Source: an optimization exercise on an open RTL-to-GDS flow (aim: a short achievable clock period and few clock cycles). Production flows keep margins and buffers that such runs may drop. In this exercise RTL edits were held to simulation tests only and were not proved equivalent to the original. No activity file was given, so power comes from the tool's default toggle rates.

File: design/flow/run.sh
#!/bin/bash
# synth_recipe.tcl (not shown) runs the flow's synth.tcl, then flattens the netlist and writes it again
# the make line also repeats each setting of config.mk as NAME=value (left out here)
make -C /OpenROAD-flow-scripts/flow DESIGN_CONFIG=/design/flow/config.mk WORK_HOME=/design/flow/orfs CLKGATE_MAP_FILE= SYNTH_SCRIPT=/design/flow/synth_recipe.tcl finish
File: design/flow/config.mk
export PLATFORM = sky130hd
export DESIGN_NAME = processor
export DESIGN_NICKNAME = processor
export VERILOG_FILES = /design/flow/design.v
export SDC_FILE = /design/flow/constraint.sdc
export NUM_CORES = 4
export LEC_CHECK = 0
export CAP_MARGIN = 20
export CORE_MARGIN = 2
export CORE_UTILIZATION = 40
export SETUP_SLACK_MARGIN = 3.0
export SLEW_MARGIN = 20
export SYNTH_HIERARCHICAL = 1
File: design/flow/constraint.sdc
create_clock -name core_clock -period 5.5 [get_ports {clock}]
set_input_delay 1.1000 -clock core_clock [delete_from_list [all_inputs] [get_ports {clock}]]
set_output_delay 1.1000 -clock core_clock [all_outputs]
set_load 0.01 [all_outputs]
File: design/flow/design.v
`default_nettype none
package isaPkg;
    localparam int wordWidth    = 32;
    localparam int regAddrWidth = 5;
    localparam int opWidth      = 5;
    localparam logic [opWidth-1:0] opAlu  = 5'd0;
    localparam logic [opWidth-1:0] opJ    = 5'd1;
    localparam logic [opWidth-1:0] opBne  = 5'd2;
    localparam logic [opWidth-1:0] opJal  = 5'd3;
    localparam logic [opWidth-1:0] opJr   = 5'd4;
    localparam logic [opWidth-1:0] opAddi = 5'd5;
    localparam logic [opWidth-1:0] opBlt  = 5'd6;
    localparam logic [opWidth-1:0] opSw   = 5'd7;
    localparam logic [opWidth-1:0] opLw   = 5'd8;
endpackage
`default_nettype wire
`default_nettype none
module instrDecoder (
    input  logic [31:0] instr,
    output logic [4:0]  readA,       
    output logic [4:0]  readB,       
    output logic        usesA,       
    output logic        usesB,       
    output logic        immB,        
    output logic [4:0]  dest,
    output logic        writes,      
    output logic        isLoad,
    output logic        isStore,
    output logic        isBne,
    output logic        isBlt,
    output logic        isJump,      
    output logic        isJal,
    output logic        isJr,
    output logic [5:0]  aluSel       
);
    logic [4:0] op, rd, funct;
    logic       isAlu, isAddi;
    assign op    = instr[31:27];
    assign rd    = instr[26:22];
    assign funct = instr[6:2];
    assign readA = instr[21:17];
    assign readB = op[1] ? rd : (op[2] ? rd : instr[16:12]);
    assign isAlu   = (op == isaPkg::opAlu);
    assign isAddi  = (op == isaPkg::opAddi);
    assign isLoad  = (op == isaPkg::opLw);
    assign isStore = (op == isaPkg::opSw);
    assign isBne   = (op == isaPkg::opBne);
    assign isBlt   = (op == isaPkg::opBlt);
    assign isJal   = (op == isaPkg::opJal);
    assign isJump  = (op == isaPkg::opJ) || isJal;
    assign isJr    = (op == isaPkg::opJr);
    assign usesA = isAlu || isAddi || isLoad || isStore || isBne || isBlt;
    assign usesB = isAlu || isBne || isBlt || isJr;
    assign immB  = isAddi || isLoad || isStore;
    assign dest   = isJal ? 5'd31 : rd;
    assign writes = (isAlu || isAddi || isLoad || isJal) && (dest != 5'd0);
    always_comb begin
        aluSel = 6'b000001;
        if (isAlu) begin
            case (funct)
                5'd1:    aluSel = 6'b000010;
                5'd2:    aluSel = 6'b000100;
                5'd3:    aluSel = 6'b001000;
                5'd4:    aluSel = 6'b010000;
                5'd5:    aluSel = 6'b100000;
                default: aluSel = 6'b000001;
            endcase
        end
    end
endmodule
`default_nettype wire
`default_nettype none
module alu (
    input  logic [31:0] opA,
    input  logic [31:0] opB,         
    input  logic        sub,         
    input  logic [3:0]  logicSel,    
    input  logic [4:0]  shamt,
    output logic [31:0] sum,
    output logic [31:0] logicResult
);
    logic [31:0] sra;
    adder32 uAdd (.a(opA), .b(opB), .cin(sub), .sum(sum));
    assign sra     = $signed(opA) >>> shamt;    
    assign logicResult = ({32{logicSel[0]}} & (opA & opB))
                       | ({32{logicSel[1]}} & (opA | opB))
                       | ({32{logicSel[2]}} & (opA << shamt))
                       | ({32{logicSel[3]}} & sra);
endmodule
module adder32 (
    input  logic [31:0] a,
    input  logic [31:0] b,
    input  logic        cin,
    output logic [31:0] sum
);
    logic cout;
    addCarry #(.W(32)) uAdd (.a(a), .b(b), .cin(cin), .sum(sum), .cout(cout));
endmodule
module addCarry #(
    parameter int W = 32
) (
    input  logic [W-1:0] a,
    input  logic [W-1:0] b,
    input  logic         cin,
    output logic [W-1:0] sum,
    output logic         cout
);
    logic [W+1:0] sumWide;
    assign sumWide = {1'b0, a, 1'b1} + {1'b0, b, cin};
    assign sum     = sumWide[W:1];
    assign cout    = sumWide[W+1];
endmodule
module lessThan (
    input  logic [31:0] a,
    input  logic [31:0] b,
    output logic        lt
);
    logic [31:0] ua, ub;
    logic [5:0][31:0] l, e;
    assign ua = {~a[31], a[30:0]};
    assign ub = {~b[31], b[30:0]};
    assign l[0] = ~ua & ub;
    assign e[0] = ~(ua ^ ub);
    for (genvar k = 1; k <= 5; k++) begin : level
        for (genvar i = 0; i < (32 >> k); i++) begin : pair
            assign l[k][i] = l[k-1][2*i+1] | (e[k-1][2*i+1] & l[k-1][2*i]);
            assign e[k][i] = e[k-1][2*i+1] & e[k-1][2*i];
        end
        assign l[k][31:(32 >> k)] = '0;
        assign e[k][31:(32 >> k)] = '0;
    end
    assign lt = l[5][0];
endmodule
`default_nettype wire
`default_nettype none
module processor (
    input  logic                            clock,
    input  logic                            rst,
    output logic [isaPkg::wordWidth-1:0]    address_imem,
    input  logic [isaPkg::wordWidth-1:0]    q_imem,
    output logic [isaPkg::wordWidth-1:0]    address_dmem,
    output logic [isaPkg::wordWidth-1:0]    data,
    output logic                            wren,
    input  logic [isaPkg::wordWidth-1:0]    q_dmem,
    output logic                            ctrl_writeEnable,
    output logic [isaPkg::regAddrWidth-1:0] ctrl_writeReg,
    output logic [isaPkg::regAddrWidth-1:0] ctrl_readRegA,
    output logic [isaPkg::regAddrWidth-1:0] ctrl_readRegB,
    output logic [isaPkg::wordWidth-1:0]    data_writeReg,
    input  logic [isaPkg::wordWidth-1:0]    data_readRegA,
    input  logic [isaPkg::wordWidth-1:0]    data_readRegB
);
    logic [31:0] pc1, ras;
    logic [31:0] fImm;
    logic [4:0]  fReadA, fReadB, fDest;
    logic        fUsesA, fUsesB, fImmB, fWrites, fIsLoad, fIsStore;
    logic        fIsBne, fIsBlt, fIsJump, fIsJal, fIsJr, fPredTaken;
    logic [5:0]  fAluSel;
    logic        fSub, fLogicOp;
    logic        stall, redirect, fAdvance;
    logic [31:0] redirectPc;
    instrDecoder uDecode (
        .instr(q_imem), .readA(fReadA), .readB(fReadB), .usesA(fUsesA), .usesB(fUsesB),
        .immB(fImmB), .dest(fDest), .writes(fWrites), .isLoad(fIsLoad), .isStore(fIsStore),
        .isBne(fIsBne), .isBlt(fIsBlt), .isJump(fIsJump), .isJal(fIsJal), .isJr(fIsJr),
        .aluSel(fAluSel)
    );
    assign fSub     = fAluSel[1];
    assign fLogicOp = |fAluSel[5:2];
    assign ctrl_readRegA = fReadA;
    assign ctrl_readRegB = fReadB;
    logic [16:0] pcLo;
    logic [14:0] pcHi, pcTrueHi, pcTrueHi1;
    logic [1:0]  pcAdj;                          
    logic [14:0] pcHiP1, pcHiP2, pcHiM1;
    logic        cP1, cP2, cM1;
    assign address_imem = {pcHi, pcLo};
    addCarry #(.W(15)) uHiP1 (.a(pcHi), .b(15'd0),    .cin(1'b1), .sum(pcHiP1), .cout(cP1));
    addCarry #(.W(15)) uHiP2 (.a(pcHi), .b(15'd1),    .cin(1'b1), .sum(pcHiP2), .cout(cP2));
    addCarry #(.W(15)) uHiM1 (.a(pcHi), .b(15'h7fff), .cin(1'b0), .sum(pcHiM1), .cout(cM1));
    always_comb begin
        case (pcAdj)
            2'b01:   begin pcTrueHi = pcHiP1; pcTrueHi1 = pcHiP2; end
            2'b10:   begin pcTrueHi = pcHiM1; pcTrueHi1 = pcHi;   end
            default: begin pcTrueHi = pcHi;   pcTrueHi1 = pcHiP1; end
        endcase
    end
    logic [16:0] lo1, tgtLo;
    logic        c1, cTgt;
    addCarry #(.W(17)) uLo1   (.a(pcLo), .b(17'd0),        .cin(1'b1), .sum(lo1),   .cout(c1));
    addCarry #(.W(17)) uTgtLo (.a(pcLo), .b(q_imem[16:0]), .cin(1'b1), .sum(tgtLo), .cout(cTgt));
    assign fImm = {{15{q_imem[16]}}, q_imem[16:0]};
    assign pc1  = {c1 ? pcTrueHi1 : pcTrueHi, lo1};
    assign fPredTaken = fIsBne || (fIsBlt && q_imem[16]);
    logic [16:0] fNextLo;
    logic [14:0] fNextHi;
    logic [1:0]  fNextAdj;
    always_comb begin
        if (fIsJump) begin
            fNextLo = q_imem[16:0];  fNextHi = {5'd0, q_imem[26:17]};  fNextAdj = 2'b00;
        end else if (fIsJr) begin
            fNextLo = ras[16:0];     fNextHi = ras[31:17];             fNextAdj = 2'b00;
        end else if (fPredTaken) begin
            fNextLo  = tgtLo;        fNextHi = pcTrueHi;
            fNextAdj = (cTgt == q_imem[16]) ? 2'b00 : (cTgt ? 2'b01 : 2'b10);
        end else begin
            fNextLo = lo1;           fNextHi = pcTrueHi;               fNextAdj = {1'b0, c1};
        end
    end
    logic        xBubble, xLive;
    logic        xWrites, xIsLoad, xIsStore, xIsBne, xIsBlt, xIsJr, xPredTaken;
    logic        xProdAdd, xProdLogic;      
    logic [4:0]  xDest, xShamt;
    logic [3:0]  xLogicSel;
    logic        xSub, xIsAdd;
    logic [31:0] xA, xB, xAluB, xAlt;       
    logic [1:0]  xAltAdj;
    logic        xFrLoad;                   
    logic        xLtPre;
    logic [31:0] sum, logicResult;
    logic        hitA, hitB, fLtPre, fIsBranch, fRtAlu;
    lessThan uLtPre (.a(data_readRegB), .b(data_readRegA), .lt(fLtPre));
    assign xLive     = !xBubble;
    logic xLW, hitRs, hitRt, hitRd;
    assign xLW   = xLive && xWrites;
    assign hitRs = q_imem[21:17] == xDest;
    assign hitRt = q_imem[16:12] == xDest;
    assign hitRd = q_imem[26:22] == xDest;
    assign hitA  = xLW && hitRs;
    assign hitB  = xLW && ((q_imem[29] || q_imem[28]) ? hitRd : hitRt);
    assign fIsBranch = fIsBne || fIsBlt;
    assign fRtAlu    = fUsesB && !fIsBranch && !fIsJr;     
    assign stall    = (xIsLoad && ((fUsesA && hitA) || (fUsesB && hitB)))
                   || (fIsBlt && (hitA || hitB));
    assign fAdvance = !stall && !redirect;
    always_ff @(posedge clock) begin
        if (rst) begin
            pcLo  <= '0;
            pcHi  <= '0;
            pcAdj <= 2'b00;
            ras   <= '0;
        end else begin
            if (redirect) begin
                pcLo  <= redirectPc[16:0];
                pcHi  <= redirectPc[31:17];
                pcAdj <= xIsJr ? 2'b00 : xAltAdj;
            end else if (!stall) begin
                pcLo  <= fNextLo;
                pcHi  <= fNextHi;
                pcAdj <= fNextAdj;
            end
            if (fIsJal) ras <= pc1;      
        end
    end
    always_ff @(posedge clock) begin
        xBubble <= rst || !fAdvance;
    end
    logic fAdd2A, fLog2A, fAdd2B, fLog2B, fAdd2AluB, fAddN2AluB, fLog2AluB, fLogN2AluB;
    logic fFbAlu;
    assign fFbAlu     = hitB && !fImmB && !fIsJal;
    assign fAdd2A     = hitA && xProdAdd   && !fIsJal;
    assign fLog2A     = hitA && xProdLogic && !fIsJal;
    assign fAdd2B     = hitB && xProdAdd;
    assign fLog2B     = hitB && xProdLogic;
    assign fAdd2AluB  = fFbAlu && xProdAdd   && !fSub;
    assign fAddN2AluB = fFbAlu && xProdAdd   &&  fSub;
    assign fLog2AluB  = fFbAlu && xProdLogic && !fSub;
    assign fLogN2AluB = fFbAlu && xProdLogic &&  fSub;
    logic [31:0] fA, fB, fAluB;
    assign fA    = fIsJal ? 32'd0 : data_readRegA;
    assign fB    = data_readRegB;
    assign fAluB = fIsJal ? pc1 : (fImmB ? fImm : (fSub ? ~data_readRegB : data_readRegB));
    always_ff @(posedge clock) begin
        xWrites    <= fWrites;
        xIsLoad    <= fIsLoad;
        xIsStore   <= fIsStore;
        xIsBne     <= fIsBne;
        xIsBlt     <= fIsBlt;
        xIsJr      <= fIsJr;
        xPredTaken <= fPredTaken;
        xProdAdd   <= fWrites && !fIsLoad && !fLogicOp;
        xProdLogic <= fWrites && fLogicOp;
        xIsAdd     <= !fLogicOp;
        xDest      <= fDest;
        xShamt     <= q_imem[11:7];
        xLogicSel  <= fAluSel[5:2];
        xSub       <= fSub;
        if (fIsJr) begin
            xAlt <= ras;                  xAltAdj <= 2'b00;
        end else if (fPredTaken) begin
            xAlt <= {pcTrueHi, lo1};      xAltAdj <= {1'b0, c1};
        end else begin
            xAlt <= {pcTrueHi, tgtLo};
            xAltAdj <= (cTgt == q_imem[16]) ? 2'b00 : (cTgt ? 2'b01 : 2'b10);
        end
        xA         <= ({32{fAdd2A}} & sum) | ({32{fLog2A}} & logicResult)
                    | ({32{!fAdd2A && !fLog2A}} & fA);
        xB         <= ({32{fAdd2B}} & sum) | ({32{fLog2B}} & logicResult)
                    | ({32{!fAdd2B && !fLog2B}} & fB);
        xAluB      <= ({32{fAdd2AluB}} & sum) | ({32{fAddN2AluB}} & ~sum)
                    | ({32{fLog2AluB}} & logicResult) | ({32{fLogN2AluB}} & ~logicResult)
                    | ({32{!fAdd2AluB && !fAddN2AluB && !fLog2AluB && !fLogN2AluB}} & fAluB);
        xFrLoad    <= hitB && xIsLoad;
        xLtPre     <= fLtPre;
    end
    alu uAlu (
        .opA(xA), .opB(xAluB), .sub(xSub), .logicSel(xLogicSel), .shamt(xShamt),
        .sum(sum), .logicResult(logicResult)
    );
    logic        mWrites, mIsLoad, mIsStore, mIsAdd;
    logic [4:0]  mDest;
    logic [31:0] mAdd, mLog, mStore;
    logic [31:0] storeVal;
    logic        ne, brMiss, jrMiss;
    assign ne     = xA != xB;
    assign brMiss = (xIsBne && !ne) || (xIsBlt && (xLtPre != xPredTaken));
    assign jrMiss = xIsJr && (xB != xAlt);
    assign redirect   = xLive && (brMiss || jrMiss);
    assign redirectPc = xIsJr ? xB : xAlt;
    assign storeVal = (xFrLoad && mIsLoad) ? q_dmem : xB;
    always_ff @(posedge clock) begin
        if (rst) begin
            mWrites  <= 1'b0;
            mIsLoad  <= 1'b0;
            mIsStore <= 1'b0;
        end else begin
            mWrites  <= xLive && xWrites;
            mIsLoad  <= xLive && xIsLoad;
            mIsStore <= xLive && xIsStore;
        end
    end
    always_ff @(posedge clock) begin
        mDest  <= xDest;
        mIsAdd <= xIsAdd;
        mAdd   <= sum;
        mLog   <= logicResult;
        mStore <= storeVal;
    end
    assign address_dmem     = mAdd;
    assign data             = mStore;
    assign wren             = mIsStore;
    assign ctrl_writeEnable = mWrites;
    assign ctrl_writeReg    = mDest;
    assign data_writeReg    = mIsLoad ? q_dmem : (mIsAdd ? mAdd : mLog);
endmodule
`default_nettype wire
==> results of run 1 <==
## cell type report
type | count | share of cell area
clock inverters | 13 | 0.004415
repair buffers | 717 | 0.1782
well taps | 864 | 0.02725
inverters | 145 | 0.01429
multi-input cells | 2562 | 0.5750
diodes | 1 | 0.00006308
flip-flops and latches | 329 | 0.1720
clock buffers | 56 | 0.02876
## flip-flops by register name, indices dropped and copies added, names as in the netlist, 17 cells and up
| signal | count |
|---|---|
| mAdd | 32 |
| mLog | 32 |
| mStore | 32 |
| pcLo | 17 |
| ras | 32 |
| xA | 32 |
| xAlt | 32 |
| xAluB | 32 |
| xB | 32 |
## critical path, stage by stage
cell	delay, ps
dlygate4sd2_1	240
buf_6	130
xnor2_2	120
o2111a_1	230
a22oi_2	70
buf_6	170
buf_4	140
nor4b_4	450
clkbuf_16	310
a222oi_1	150
nor2b_1	170
o31ai_1	360
## stage by stage
step                      utilization  cells  power, W  setup slack [ps]
after floorplan                     -   3273  0.005887              2199
after global placement         0.4646   4227  0.007398             821.8
after detailed placement       0.4646   4227  0.007448             730.3
after CTS                      0.5598   4570   0.01115              2407
after global routing           0.6023   4686   0.01246              2212
final                          0.6024   4687   0.01201              2307
## what timing repair did
| item | CTS | global route |
|---|---|---|
| buffers inserted | 254 | 106 |
| gates cloned | 20 | 10 |
| pin swaps | 231 | 217 |
| gates resized for setup | 1257 | 403 |
| setup endpoints to repair | 396 | 225 |
## layer usage
layer  wire length (microns)  GRT usage  part of all wire
met4                    8216     0.1918             0.061
met2                   60930     0.5816              0.46
met3                   12670    0.05392             0.095
met5                       0          0                 0
met1                   51830     0.4699              0.39
## power breakdown
part | switching, W | total [W] | leakage, nW | internal [W]
clock network | 0.00114 | 0.00273 | 0.627 | 0.00159
logic | 0.00323 | 0.00611 | 13.1 | 0.00288
registers | 0.000459 | 0.00316 | 2.76 | 0.00271
total | 0.00483 | 0.0120 | 16.5 | 0.00718
## worst paths after layout
| kind | slack [ps] | endpoint | depth (start not counted) |
|---|---|---|---|
| worst max-delay path | 2310 | xAluB[16] | 12 |
| worst min-delay path | 350 | mIsAdd | 0 |
| worst max register to register | 2430 | xAluB[14] | 11 |
| worst min register to register | 350 | mIsAdd | 0 |
==> run summary, run 1 <==
- The run finished with no timing, DRC or antenna violations.
- After clock tree synthesis, the clock-pin slew on the worst setup and hold paths is 70 ps.
- With fillers left out, the area of the finished cells amounts to 39670 sq um.
- The number of warning messages in the yosys log is 8.
- The clock net sink count is between 300 and 400.
- For this run, the post-layout net count is 4074.
- Measured against its own limit, the worst slew margin works out to 0.2764.
- The starting utilization of the core area is 0.4044.
- The element type at the critical path start is an input pin.
- The worst register-to-register path begins at xShamt[0].
- The clock reaches the later pin of the worst-skew pair after between 500 and 600 ps.
- Once detailed placement completed, the half-perimeter wirelength came to roughly 88000 microns.
- The number of hold-repair buffers added at the cts stage is 0.
- Based on the critical path, the design can be clocked at up to 313.2 MHz.
- TritonCTS built the clock tree.
- In this run the horizontal extent of the chip is between 200 and 300 microns.
- In this run the worst path has a maximum fanout of 24.
- The first detailed-routing pass took 7 iterations.
- Setup repair after global routing could not meet its margin everywhere.
- Data on the critical path is required at its endpoint by 5950 ps.
- Global routing finished with a remaining overflow of 0.
- The startpoint identified for the worst hold timing path is xIsAdd.
- The number of H-tree branching levels is 2.
- In the layout the commonest cells are nand2_1, buf_4, dfxtp_1, dlygate4sd2_1, inv_1.
- The final cycle utilization of the critical path is 0.5806.
- The final number of setup-violating endpoints is 0.
- The total count of hold-check failures in the final report was 0.
- The area taken by multi-input logic gates is 22810 sq um.
- During placement, the flow inserted port buffers numbering 274.
- The count of maximum capacitance violations is 0.
- After detailed routing, the number of vias per cell comes to roughly 6.4.
- The area of all sequential standard cells is 6825 sq um.
- The congestion estimate from routability-driven global placement came to ~1.0.
- The total negative slack is 0 ps.
- Each instance of the synthesized netlist takes up on average 8.333 sq um.
- The most critical setup path has its startpoint at q_imem[16].
- The via count of the first global-routing pass is 28650.
- Data on the critical path arrives at its endpoint at roughly 3600 ps.
- In this run the power density over the cells is 302.6 nW/um^2.
- At the pin with the least slew margin, the transition time is 1085 ps.
- The buffer levels on the longest clock path is 3.
- The fraction of final layout cells with drive strength greater than 1 is 0.3736.
- During I/O placement, the number of pins put on the boundary was 275.
- The initial detailed-routing violation count is 3895.
- The final max-slew violation count is 0.
- The first global-routing pass estimated 185800 microns of wire.
- The worst ir drop on vdd is 0.0002608 V.
- The area of the mapped netlist is around 27000 sq um.
- The y dimension of the die is 262.0 microns.
- After detailed placement, the total cell area comes to 30600 sq um.
- The tightest min-delay check is of the reg2reg type.
- In this run the remaining antenna-violating nets after routing total 0.
- The die covers between 60000 and 70000 sq um.
- The floorplan step defined a core boundary enclosing 65860 sq um.
- STA classifies the critical path endpoint as a register.
- Counting every instance in the synthesized netlist gives ~3200.
- In the routed design, unresolved DRC markers number 0.
- After detailed routing, the total wire length is 133600 microns.
- The post-detailed-route wirelength per cell is 28.51 microns.
- The initial antenna violation count is 1.
- The worst path needs 3193 ps of the cycle, external delays included.
- The floorplan has between 90 and 100 rows.
- The final route contains between 30000 and 40000 vias.
- The number of buffers inserted during clock tree synthesis is 39.
- The final hold slack is 347.1 ps.
- The maximum number of pins on one net before global-route repair is 71.
- Leaving out fill and tap cells, the most frequent cell in the layout is nand2_1.
- Across the routed clock network, the largest skew measured is 24.78 ps.
- The area overhead of the layout relative to synthesis is 48.96%.
- The cell sitting at the root of the clock tree is a clkbuf_16.
- The leakage power figure is 16.52 nW.
- Across every metal layer, demand over resource in global routing totals 0.3620.
- The critical path class is in2reg.
- After filler insertion, the fill cell instance count of the layout stands at 5563.
Testbench counts, summed over its fixed seeds: cycles 12,824.
==> run 2: changes to the inputs <==
--- a/design/flow/design.v
+++ b/design/flow/design.v
@@ -110,6 +110,13 @@
     assign sum     = sumWide[W:1];
     assign cout    = sumWide[W+1];
 endmodule
+module notEqual (
+    input  logic [31:0] a,
+    input  logic [31:0] b,
+    output logic        ne
+);
+    assign ne = |(a ^ b);
+endmodule
 module lessThan (
     input  logic [31:0] a,
     input  logic [31:0] b,
@@ -156,19 +163,15 @@
     logic        fUsesA, fUsesB, fImmB, fWrites, fIsLoad, fIsStore;
     logic        fIsBne, fIsBlt, fIsJump, fIsJal, fIsJr, fPredTaken;
     logic [5:0]  fAluSel;
-    logic        fSub, fLogicOp;
-    logic        stall, redirect, fAdvance;
+    logic        redirect;
     logic [31:0] redirectPc;
+    logic [1:0]  redirectAdj;
     instrDecoder uDecode (
         .instr(q_imem), .readA(fReadA), .readB(fReadB), .usesA(fUsesA), .usesB(fUsesB),
         .immB(fImmB), .dest(fDest), .writes(fWrites), .isLoad(fIsLoad), .isStore(fIsStore),
         .isBne(fIsBne), .isBlt(fIsBlt), .isJump(fIsJump), .isJal(fIsJal), .isJr(fIsJr),
         .aluSel(fAluSel)
     );
-    assign fSub     = fAluSel[1];
-    assign fLogicOp = |fAluSel[5:2];
-    assign ctrl_readRegA = fReadA;
-    assign ctrl_readRegB = fReadB;
     logic [16:0] pcLo;
     logic [14:0] pcHi, pcTrueHi, pcTrueHi1;
     logic [1:0]  pcAdj;                          
@@ -207,32 +210,6 @@
             fNextLo = lo1;           fNextHi = pcTrueHi;               fNextAdj = {1'b0, c1};
         end
     end
-    logic        xBubble, xLive;
-    logic        xWrites, xIsLoad, xIsStore, xIsBne, xIsBlt, xIsJr, xPredTaken;
-    logic        xProdAdd, xProdLogic;      
-    logic [4:0]  xDest, xShamt;
-    logic [3:0]  xLogicSel;
-    logic        xSub, xIsAdd;
-    logic [31:0] xA, xB, xAluB, xAlt;       
-    logic [1:0]  xAltAdj;
-    logic        xFrLoad;                   
-    logic        xLtPre;
-    logic [31:0] sum, logicResult;
-    logic        hitA, hitB, fLtPre, fIsBranch, fRtAlu;
-    lessThan uLtPre (.a(data_readRegB), .b(data_readRegA), .lt(fLtPre));
-    assign xLive     = !xBubble;
-    logic xLW, hitRs, hitRt, hitRd;
-    assign xLW   = xLive && xWrites;
-    assign hitRs = q_imem[21:17] == xDest;
-    assign hitRt = q_imem[16:12] == xDest;
-    assign hitRd = q_imem[26:22] == xDest;
-    assign hitA  = xLW && hitRs;
-    assign hitB  = xLW && ((q_imem[29] || q_imem[28]) ? hitRd : hitRt);
-    assign fIsBranch = fIsBne || fIsBlt;
-    assign fRtAlu    = fUsesB && !fIsBranch && !fIsJr;     
-    assign stall    = (xIsLoad && ((fUsesA && hitA) || (fUsesB && hitB)))
-                   || (fIsBlt && (hitA || hitB));
-    assign fAdvance = !stall && !redirect;
     always_ff @(posedge clock) begin
         if (rst) begin
             pcLo  <= '0;
@@ -243,8 +220,8 @@
             if (redirect) begin
                 pcLo  <= redirectPc[16:0];
                 pcHi  <= redirectPc[31:17];
-                pcAdj <= xIsJr ? 2'b00 : xAltAdj;
-            end else if (!stall) begin
+                pcAdj <= redirectAdj;
+            end else begin
                 pcLo  <= fNextLo;
                 pcHi  <= fNextHi;
                 pcAdj <= fNextAdj;
@@ -252,24 +229,17 @@
             if (fIsJal) ras <= pc1;      
         end
     end
+    logic        xBubble, xLive;
+    logic        xWrites, xIsLoad, xIsStore, xIsBne, xIsBlt, xIsJr, xPredTaken;
+    logic        xIsAdd, xSub, xUseK, xZeroA;
+    logic [4:0]  xDest, xShamt, xPortA, xPortB;
+    logic [3:0]  xLogicSel;
+    logic [31:0] xK;                        
+    logic [31:0] xAlt;                      
+    logic [1:0]  xAltAdj;
     always_ff @(posedge clock) begin
-        xBubble <= rst || !fAdvance;
+        xBubble <= rst || redirect;
     end
-    logic fAdd2A, fLog2A, fAdd2B, fLog2B, fAdd2AluB, fAddN2AluB, fLog2AluB, fLogN2AluB;
-    logic fFbAlu;
-    assign fFbAlu     = hitB && !fImmB && !fIsJal;
-    assign fAdd2A     = hitA && xProdAdd   && !fIsJal;
-    assign fLog2A     = hitA && xProdLogic && !fIsJal;
-    assign fAdd2B     = hitB && xProdAdd;
-    assign fLog2B     = hitB && xProdLogic;
-    assign fAdd2AluB  = fFbAlu && xProdAdd   && !fSub;
-    assign fAddN2AluB = fFbAlu && xProdAdd   &&  fSub;
-    assign fLog2AluB  = fFbAlu && xProdLogic && !fSub;
-    assign fLogN2AluB = fFbAlu && xProdLogic &&  fSub;
-    logic [31:0] fA, fB, fAluB;
-    assign fA    = fIsJal ? 32'd0 : data_readRegA;
-    assign fB    = data_readRegB;
-    assign fAluB = fIsJal ? pc1 : (fImmB ? fImm : (fSub ? ~data_readRegB : data_readRegB));
     always_ff @(posedge clock) begin
         xWrites    <= fWrites;
         xIsLoad    <= fIsLoad;
@@ -278,13 +248,16 @@
         xIsBlt     <= fIsBlt;
         xIsJr      <= fIsJr;
         xPredTaken <= fPredTaken;
-        xProdAdd   <= fWrites && !fIsLoad && !fLogicOp;
-        xProdLogic <= fWrites && fLogicOp;
-        xIsAdd     <= !fLogicOp;
+        xIsAdd     <= !(|fAluSel[5:2]);
+        xSub       <= fAluSel[1];
+        xUseK      <= fImmB || fIsJal;
+        xZeroA     <= fIsJal;
         xDest      <= fDest;
         xShamt     <= q_imem[11:7];
         xLogicSel  <= fAluSel[5:2];
-        xSub       <= fSub;
+        xPortA     <= fReadA;
+        xPortB     <= fReadB;
+        xK         <= fIsJal ? pc1 : fImm;
         if (fIsJr) begin
             xAlt <= ras;                  xAltAdj <= 2'b00;
         end else if (fPredTaken) begin
@@ -293,40 +266,43 @@
             xAlt <= {pcTrueHi, tgtLo};
             xAltAdj <= (cTgt == q_imem[16]) ? 2'b00 : (cTgt ? 2'b01 : 2'b10);
         end
-        xA         <= ({32{fAdd2A}} & sum) | ({32{fLog2A}} & logicResult)
-                    | ({32{!fAdd2A && !fLog2A}} & fA);
-        xB         <= ({32{fAdd2B}} & sum) | ({32{fLog2B}} & logicResult)
-                    | ({32{!fAdd2B && !fLog2B}} & fB);
-        xAluB      <= ({32{fAdd2AluB}} & sum) | ({32{fAddN2AluB}} & ~sum)
-                    | ({32{fLog2AluB}} & logicResult) | ({32{fLogN2AluB}} & ~logicResult)
-                    | ({32{!fAdd2AluB && !fAddN2AluB && !fLog2AluB && !fLogN2AluB}} & fAluB);
-        xFrLoad    <= hitB && xIsLoad;
-        xLtPre     <= fLtPre;
     end
+    assign xLive         = !xBubble;
+    assign ctrl_readRegA = xPortA;         
+    assign ctrl_readRegB = xPortB;         
+    logic [31:0] opA, opB, sum, logicResult;
+    assign opA = xZeroA ? 32'd0 : data_readRegA;
+    assign opB = xUseK ? xK : (xSub ? ~data_readRegB : data_readRegB);
     alu uAlu (
-        .opA(xA), .opB(xAluB), .sub(xSub), .logicSel(xLogicSel), .shamt(xShamt),
+        .opA(opA), .opB(opB), .sub(xSub), .logicSel(xLogicSel), .shamt(xShamt),
         .sum(sum), .logicResult(logicResult)
     );
+    logic ne, lt, neJr, brMiss, jrMiss, bltMiss, mBltMiss, xGo;
+    notEqual uNe   (.a(data_readRegA), .b(data_readRegB), .ne(ne));
+    notEqual uNeJr (.a(data_readRegB), .b(xAlt),          .ne(neJr));
+    lessThan uLt   (.a(data_readRegB), .b(data_readRegA), .lt(lt));
+    assign xGo     = xLive && !mBltMiss;     
+    assign brMiss  = xIsBne && !ne;
+    assign jrMiss  = xIsJr && neJr;
+    assign bltMiss = xIsBlt && (lt != xPredTaken);
+    assign redirect    = mBltMiss || (xGo && (brMiss || jrMiss));
+    assign redirectPc  = mBltMiss ? mAlt : (xIsJr ? data_readRegB : xAlt);
+    assign redirectAdj = mBltMiss ? mAltAdj : (xIsJr ? 2'b00 : xAltAdj);
     logic        mWrites, mIsLoad, mIsStore, mIsAdd;
     logic [4:0]  mDest;
-    logic [31:0] mAdd, mLog, mStore;
-    logic [31:0] storeVal;
-    logic        ne, brMiss, jrMiss;
-    assign ne     = xA != xB;
-    assign brMiss = (xIsBne && !ne) || (xIsBlt && (xLtPre != xPredTaken));
-    assign jrMiss = xIsJr && (xB != xAlt);
-    assign redirect   = xLive && (brMiss || jrMiss);
-    assign redirectPc = xIsJr ? xB : xAlt;
-    assign storeVal = (xFrLoad && mIsLoad) ? q_dmem : xB;
+    logic [31:0] mAdd, mLog, mStore, mAlt;
+    logic [1:0]  mAltAdj;
     always_ff @(posedge clock) begin
         if (rst) begin
             mWrites  <= 1'b0;
             mIsLoad  <= 1'b0;
             mIsStore <= 1'b0;
+            mBltMiss <= 1'b0;
         end else begin
-            mWrites  <= xLive && xWrites;
-            mIsLoad  <= xLive && xIsLoad;
-            mIsStore <= xLive && xIsStore;
+            mWrites  <= xGo && xWrites;
+            mIsLoad  <= xGo && xIsLoad;
+            mIsStore <= xGo && xIsStore;
+            mBltMiss <= xGo && bltMiss;
         end
     end
     always_ff @(posedge clock) begin
@@ -334,7 +310,9 @@
         mIsAdd <= xIsAdd;
         mAdd   <= sum;
         mLog   <= logicResult;
-        mStore <= storeVal;
+        mStore <= data_readRegB;
+        mAlt    <= xAlt;
+        mAltAdj <= xAltAdj;
     end
     assign address_dmem     = mAdd;
     assign data             = mStore;
==> run summary, run 2 <==
- In this run the critical register-to-register path is captured at pcLo[9].
- The worst hold path belongs to the class reg2reg.
- The worst-case hold path end point is mDest[0].
- The pre-CTS setup slack is 909.3 ps (+178.9 ps).
- The relative slew slack was 0.3203 (+0.04390).
- The initial detailed-routing violation count came to 2340 (-40%).
- The area growth from synthesis to layout is 52.30%.
- The via count of the first global-routing pass is 25510 (-11%).
- The clock skew was 18.93 ps (-5.857 ps).
- The critical path class is in2reg.
- Setup repair after global routing could not meet its margin everywhere.
- The number of cells on the worst hold path is 0 (unchanged).
- The number of buffers inserted during clock tree synthesis came to 35 (-10%).
- The post-detailed-route wirelength per cell was 27.00 microns (-5.3%).
- Leaving out fill and tap cells, the most frequent cell in the layout is nand2_1.
- The final number of setup-violating endpoints is 0 (unchanged).
- The final cycle utilization of the critical path is 0.5340 (-0.04654).
- The final max-slew violation count is 0 (unchanged).
- The buffer levels on the longest clock path was 3 (unchanged).
- The detail-routed via count per cell is 6.148 (-4.2%).
- The count of maximum capacitance violations came to 0 (unchanged).
- The clock-pin slew on the worst setup and hold paths was 60 ps (about the same).
- The post-synthesis average cell area is 8.303 sq um (-0.36%).
- The x dimension of the die is 248.8 microns (-5.1%).
- The worst ir drop on vdd came to 0.0003122 V (+20%).
- The power consumption is 0.01298 W (+8.1%).
- The clock net sink count is 308 (-6.4%).
- The starting utilization of the core area is 0.4053 (+0.0008868).
- The area of the mapped netlist was 23960 sq um (-10%).
- The total negative slack is 0 ps (unchanged).
- The full die area is 61880 sq um (-9.9%).
- The depth of the most critical reg-to-reg path is 9 (-2).
- The element type at the critical path start is an input pin.
- The sort of element at the end of the critical path is a register.
- The shortest clock period the worst path allows after layout is 2937 ps (-255.9 ps).
- The fraction of final layout cells with drive strength greater than 1 is 0.3878 (+0.01417).
- The overall fraction of global-route tracks in use came to 0.3499 (-0.01212).
- The number of cells produced by synthesis is 2886 (-9.7%).
- The layout net count is 3763 (-7.6%).
- The number of input and output port buffers inserted is 274 (unchanged).
- The routability congestion estimate from global placement is 0.9901 (-4.3%).
- The number of vias in the routed layout is 26320 (-12%).
- The actual slew at the worst max-slew pin is 1020 ps (-65.85 ps).
- The data arrival time at the worst-slack endpoint was 3370 ps (-270 ps).
- The leakage power figure was 15.36 nW (-7.0%).
- The source-to-sink clock delay at the later pin of the worst-skew pair is 570 ps (about the same).
- The power density over the cells is 355.8 nW/um^2 (+18%).
- The maximum fanout along the worst path came to 3 (-88%).
- The area of all sequential standard cells came to 6281 sq um (-8.0%).
- The maximum cell stage delay along the critical path is 290 ps (-160 ps).
- The number of fillers in the final layout is 4920 (-12%).
- On the critical path, the stage with the largest delay is an instance of a2111oi_4.
- The highest clock rate is 340.5 MHz (+8.7%).
- Traced cell by cell, the critical path runs through buf_12, xnor2_4, o21ai_4, ha_4, a211oi_4, o21bai_2, a211oi_4, buf_6, nor3_4, buf_6, nor2_4, nor3_4, a2111oi_4, xnor2_1.
- The area taken by multi-input logic gates is 21280 sq um (-6.7%).
- The fraction of the core area covered by cells at the end of the flow is 0.6172 (+0.01484).
- The maximum number of pins on one net before global-route repair is 90 (+27%).
- The number of warning messages in the yosys log is 8 (unchanged).
- The number of H-tree branching levels came to 2 (unchanged).
- The setup slack of the worst register-to-register path is 2600 ps (+170 ps).
- The number of hold-repair buffers added at the cts stage was 0 (unchanged).
- The placed wire-length estimate is 77200 microns (-12%).
- The initial antenna violation count is 2 (+1).
- The root cell of the clock tree is clkbuf_16.
- The startpoint identified for the worst register-to-register timing path is pcLo[4].
- The DRC violations left is 0 (unchanged).
- The total number of placement rows is 89 (-5.3%).
- The run finished with no timing, DRC or antenna violations.
- The required time at the endpoint of the critical path came to 5940 ps (about the same).
- The total count of hold-check failures in the final report came to 0 (unchanged).
- The iteration count of the initial detailed-routing pass came to 7 (unchanged).
- The post-detailed-route count of antenna-violating nets came to 0 (unchanged).
- The library cells used most frequently in the layout, excluding fill and tap cells, are nand2_1, buf_4, dfxtp_1, dlygate4sd2_1, nor2_1.
- The number of top-level pins is 275 (unchanged).
- The final wirelength is 115600 microns (-14%).
- The wire length of the first global-routing pass came to 164500 microns (-11%).
- The placeable core area is 59130 sq um (-10%).
- The startpoint identified for the worst hold timing path is xDest[0].
- The final worst slack came to 2563 ps (+255.9 ps).
- The y dimension of the die is 248.8 microns (-5.1%).
- The final global-route overflow total is 0 (unchanged).
- TritonCTS built the clock tree.
## run 2: worst max path at each step
stage,from,to,depth (start not counted)
after CTS,q_imem[6],pcLo[9],10
after global placement,data_readRegB[26],pcLo[10],10
after global routing,data_readRegB[0],mAdd[22],14
after floorplan,q_imem[5],pcLo[9],10
after detailed placement,data_readRegB[18],pcLo[2],10
final,data_readRegB[0],mAdd[22],14
## run 2: where the power goes
part	internal, W	switching [W]
combinational	0.00368	0.00386
sequential	0.00269	0.000464
clock	0.00128	0.00101
## run 2: worst max-delay path: cells and delay by family
family | cells | cell delay [ps]
adder cells (fa/ha/maj) | 1 | 250
AND/OR/NAND/NOR | 3 | 260
AO/OA/AOI/OAI | 5 | 1130
buffers and inverters | 3 | 410
XOR/XNOR | 2 | 220
## run 2: cell type report
class                   instances  area share
multi-input cells            2351      0.5830
repair buffers                686      0.1768
flip-flops and latches        308      0.1721
well taps                     773     0.02650
clock buffers                  47     0.02633
inverters                     101     0.01173
clock inverters                14    0.003497
diodes                          1  0.00006857
## run 2: timing repair
| item | in CTS | in global routing |
|---|---|---|
| gates resized for setup | 1374 | 346 |
| setup buffers | 235 | 103 |
| pin swaps | 227 | 237 |
| cloned | 7 | 9 |
| endpoints found under the setup margin | 346 | 171 |
## run 2: metrics by stage
stage          area, sq um  instances  hold slack [ps]
6_report             36500       4281            326.7
4_1_cts              34010       4168            328.1
5_1_grt              36500       4281            337.1
2_1_floorplan        25200       2963            309.6
3_5_place_dp         28100       3865            313.6
3_3_place_gp         28100       3865            311.3
## run 2: per-layer routing
metal | part of all wire | track usage | up-vias
met5 | 0.000087 | 0 | -
met4 | 0.064 | 0.1810 | 2
met3 | 0.068 | 0.05162 | 351
met2 | 0.47 | 0.5918 | 1335
met1 | 0.40 | 0.4321 | 12890
li1 | - | - | 11740
Testbench counts of run 2, summed over its fixed seeds: cycles 12,772.
==> run 3: changes to the inputs <==
--- a/design/flow/design.v
+++ b/design/flow/design.v
@@ -231,7 +231,7 @@
     end
     logic        xBubble, xLive;
     logic        xWrites, xIsLoad, xIsStore, xIsBne, xIsBlt, xIsJr, xPredTaken;
-    logic        xIsAdd, xSub, xUseK, xZeroA;
+    logic        xIsAdd, xSub, xUseK, xIsJal;
     logic [4:0]  xDest, xShamt, xPortA, xPortB;
     logic [3:0]  xLogicSel;
     logic [31:0] xK;                        
@@ -248,10 +248,10 @@
         xIsBlt     <= fIsBlt;
         xIsJr      <= fIsJr;
         xPredTaken <= fPredTaken;
-        xIsAdd     <= !(|fAluSel[5:2]);
+        xIsAdd     <= !(|fAluSel[5:2]) && !fIsJal;
         xSub       <= fAluSel[1];
-        xUseK      <= fImmB || fIsJal;
-        xZeroA     <= fIsJal;
+        xUseK      <= fImmB;
+        xIsJal     <= fIsJal;
         xDest      <= fDest;
         xShamt     <= q_imem[11:7];
         xLogicSel  <= fAluSel[5:2];
@@ -271,7 +271,7 @@
     assign ctrl_readRegA = xPortA;         
     assign ctrl_readRegB = xPortB;         
     logic [31:0] opA, opB, sum, logicResult;
-    assign opA = xZeroA ? 32'd0 : data_readRegA;
+    assign opA = data_readRegA;
     assign opB = xUseK ? xK : (xSub ? ~data_readRegB : data_readRegB);
     alu uAlu (
         .opA(opA), .opB(opB), .sub(xSub), .logicSel(xLogicSel), .shamt(xShamt),
@@ -309,7 +309,7 @@
         mDest  <= xDest;
         mIsAdd <= xIsAdd;
         mAdd   <= sum;
-        mLog   <= logicResult;
+        mLog   <= logicResult | ({32{xIsJal}} & xK);    
         mStore <= data_readRegB;
         mAlt    <= xAlt;
         mAltAdj <= xAltAdj;
==> run summary, run 3 <==
- The flow ran to the end and the layout has no timing, DRC or antenna violations.
- The relative slew slack is 0.2539 (-0.06632).
- The wire length of the first global-routing pass is 168100 microns (+2.2%).
- The area of the mapped netlist came to 24030 sq um (+0.29%).
- The non-filler instance count after layout is 4282 (+0.023%).
- The total number of placement rows is 89 (unchanged).
- Setup repair after global routing could not meet its margin everywhere.
- The DRC violations left is 0 (unchanged).
- The shortest clock period the worst path allows after layout is 2956 ps (+18.76 ps).
- The highest clock rate was 338.3 MHz (-0.63%).
- The number of vias in the routed layout is 26480 (+0.62%).
- The maximum number of pins on one net before global-route repair is 68 (-24%).
- The layout net count was 3761 (-0.053%).
- The y dimension of the die is 249.1 microns (+0.14%).
- The final cycle utilization of the critical path is 0.5374 (+0.003411).
- The source-to-sink clock delay at the later pin of the worst-skew pair was 570 ps (about the same).
- The count of maximum capacitance violations is 0 (unchanged).
- The data arrival time at the worst-slack endpoint was 3440 ps (+70 ps).
- The root cell of the clock tree is clkbuf_16.
- The min-delay analysis places its worst path in the category reg2reg.
- The worst register-to-register path begins at xSub.
- The required time at the endpoint of the critical path is 5990 ps (+50 ps).
- The routability congestion estimate from global placement is 1.061 (+7.2%).
- The clock tree from TritonCTS is yes.
- The number of fillers in the final layout was 4901 (-0.39%).
- The worst ir drop on vdd is 0.0002742 V (-12%).
- The leakage power figure is 15.48 nW (+0.81%).
- The via count of the first global-routing pass was 25560 (+0.17%).
- The post-detailed-route count of antenna-violating nets is 0 (unchanged).
- The power density over the cells is 357.6 nW/um^2 (+0.53%).
- The clock net sink count was 308 (unchanged).
- The clock-pin slew on the worst setup and hold paths is 60 ps (about the same).
- The number of warning messages in the yosys log is 8 (unchanged).
- The number of input and output port buffers inserted is 274 (unchanged).
- The iteration count of the initial detailed-routing pass is 6 (-1).
- The starting utilization of the core area is 0.4057 (+0.0004210).
- The initial antenna violation count was 2 (unchanged).
- The area overhead of the layout relative to synthesis is 52.89%.
- The final global-route overflow total is 0 (unchanged).
- The placed wire-length estimate is 77650 microns (+0.59%).
- The actual slew at the worst max-slew pin is 1119 ps (+99.48 ps).
- The buffer levels on the longest clock path is 3 (unchanged).
- The fraction of the core area covered by cells at the end of the flow is 0.6202 (+0.003042).
- The placeable core area is 59240 sq um (+0.19%).
- The capturing point of the worst reg2reg path is mAdd[28].
- The critical path in this run is classified as in2reg.
- The depth of the most critical reg-to-reg path was 13 (+4).
- The total placed cells including tap cells came to 3878 (+0.34%).
- The library cells used most frequently in the layout, excluding fill and tap cells, are nand2_1, buf_4, dfxtp_1, dlygate4sd2_1, nor2_1.
- The post-synthesis average cell area is 8.330 sq um (+0.33%).
- The setup slack of the worst register-to-register path is 2570 ps (-30 ps).
- The final max-slew violation count is 0 (unchanged).
- The number of buffers inserted during clock tree synthesis is 37 (+5.7%).
- The initial detailed-routing violation count is 2530 (+8.1%).
- The clock skew is 15.70 ps (-3.226 ps).
- The total count of hold-check failures in the final report was 0 (unchanged).
- The element type at the critical path start is an input pin.
- The detail-routed via count per cell is 6.184 (+0.60%).
- The most critical setup path has its startpoint at data_readRegB[7].
- The number of hold-repair buffers added at the cts stage is 0 (unchanged).
- The overall fraction of global-route tracks in use is 0.3561 (+0.006217).
- The number of cells produced by synthesis is 2885 (-0.035%).
- The full die area was 62060 sq um (+0.29%).
- The final number of setup-violating endpoints was 0 (unchanged).
- The maximum fanout along the worst path is 6 (+3).
- The most common library cell in the layout ignoring fill and taps is nand2_1.
- The sort of element at the end of the critical path is a register.
- The final wirelength was 116500 microns (+0.79%).
- The capturing instance or port of the critical path is mAdd[22].
- The post-detailed-route wirelength per cell was 27.21 microns (+0.77%).
- The fraction of final layout cells with drive strength greater than 1 came to 0.3814 (-0.006382).
- The power consumption is 0.01314 W (+1.2%).
- The total negative slack came to 0 ps (unchanged).
- The number of cells on the worst hold path is 0 (unchanged).
- The number of H-tree branching levels is 2 (unchanged).
- The x dimension of the die is 249.1 microns (+0.14%).
- The number of top-level pins is 275 (unchanged).
==> run 3: power breakdown <==
| group | total, W | switching, W | internal (W) |
|---|---|---|---|
| Clock | 0.00266 | 0.00109 | 0.00157 |
| Combinational | 0.00731 | 0.00379 | 0.00352 |
| Sequential | 0.00318 | 0.000482 | 0.00269 |
==> run 3: area by class of cell <==
cell class              count  area, sq um  share of cell area
multi-input cells        2347        21210              0.5772
repair buffers            685         6571              0.1788
flip-flops and latches    308         6287              0.1711
clock buffers              47         1025             0.02789
well taps                 773        967.2             0.02632
inverters                 102        417.9             0.01137
clock inverters            19        262.8            0.007151
diodes                      1        2.502          0.00006810
==> run 3: worst min-delay path by stage <==
stage	from	end	slack [ps]
floorplan	xDest[0]	mDest[0]	310
global placement	xDest[3]	mDest[3]	310
detailed placement	xIsAdd	mIsAdd	310
CTS	xIsAdd	mIsAdd	320
global route	xDest[2]	mDest[2]	330
finish	xIsAdd	mIsAdd	320
==> run 3: worst max-delay path: stages <==
cell and delay, ps:
buf_6 130, xnor2_4 130, o21ai_4 260, ha_4 280, a21oi_4 180, a21boi_2 80, o21ai_2 270, a311oi_4 190
buf_4 180, nor2_4 110, nor3_4 60, a2111oi_4 300, xnor2_1 160
==> run 3: through the flow <==
stage	cell area, sq um	hold WS, ps	setup slack, ps
4_1_cts	34370	324.6	2621
3_3_place_gp	28250	314.2	1116
2_1_floorplan	25240	309.6	2297
6_report	36740	322.5	2544
5_1_grt	36740	334.7	2528
3_5_place_dp	28260	314.9	1065
==> run 3: per-layer routing <==
layer / part of all wire / wire length [microns] / global-route usage
met1: 0.41 / 47320 / 0.4637
met2: 0.45 / 52440 / 0.5686
met3: 0.083 / 9675 / 0.06458
met4: 0.061 / 7071 / 0.1737
met5: 0 / 0 / 0
==> run 3: timing repair <==
item                       in CTS  in global routing
gates cloned                   10                  3
pin swaps                     255                224
hold endpoints to repair        0                  0
buffers inserted              237                 87
setup endpoints to repair     343                164
gates resized for setup      1359                338
Testbench counts of run 3, summed over its fixed seeds: cycles 12,772.

## afterwards: timing with drivers on the ports
In the flow no input, the clock included, has a driving cell. The finished layouts below were timed again as built, in two steps. Step 1 (the two cells are an assumption about what drives the block):
set clk [get_ports {clock}]
set_driving_cell -lib_cell sky130_fd_sc_hd__clkbuf_16 $clk
set_driving_cell -lib_cell sky130_fd_sc_hd__buf_2 [delete_from_list [all_inputs] $clk]
Step 2 also shifts input and output timing later by t, the mid clock arrival at the registers, as if the neighbouring blocks saw the same clock. Slacks: ideal / step 1 / step 2; pairs: ideal / step 1.
| run | t (ns) | setup WS [ns] | worst hold slack (ns) | worst data-port slew with drivers (ns) |
|---|---|---|---|---|
| run 1 | 0.630 | 2.307 / 2.348 / 1.718 | 0.347 / 0.347 / 0.347 | 0.07 |
| run 2 | 0.626 | 2.563 / 2.576 / 1.950 | 0.327 / 0.327 / 0.327 | 0.11 |
| run 3 | 0.637 | 2.544 / 2.565 / 1.927 | 0.323 / 0.323 / 0.323 | 0.10 |
After both steps setup and hold are still met in every run listed. The setup slack of run 3, which loses most, moves by +0.021 ns with the drivers and by -0.617 ns with both steps.
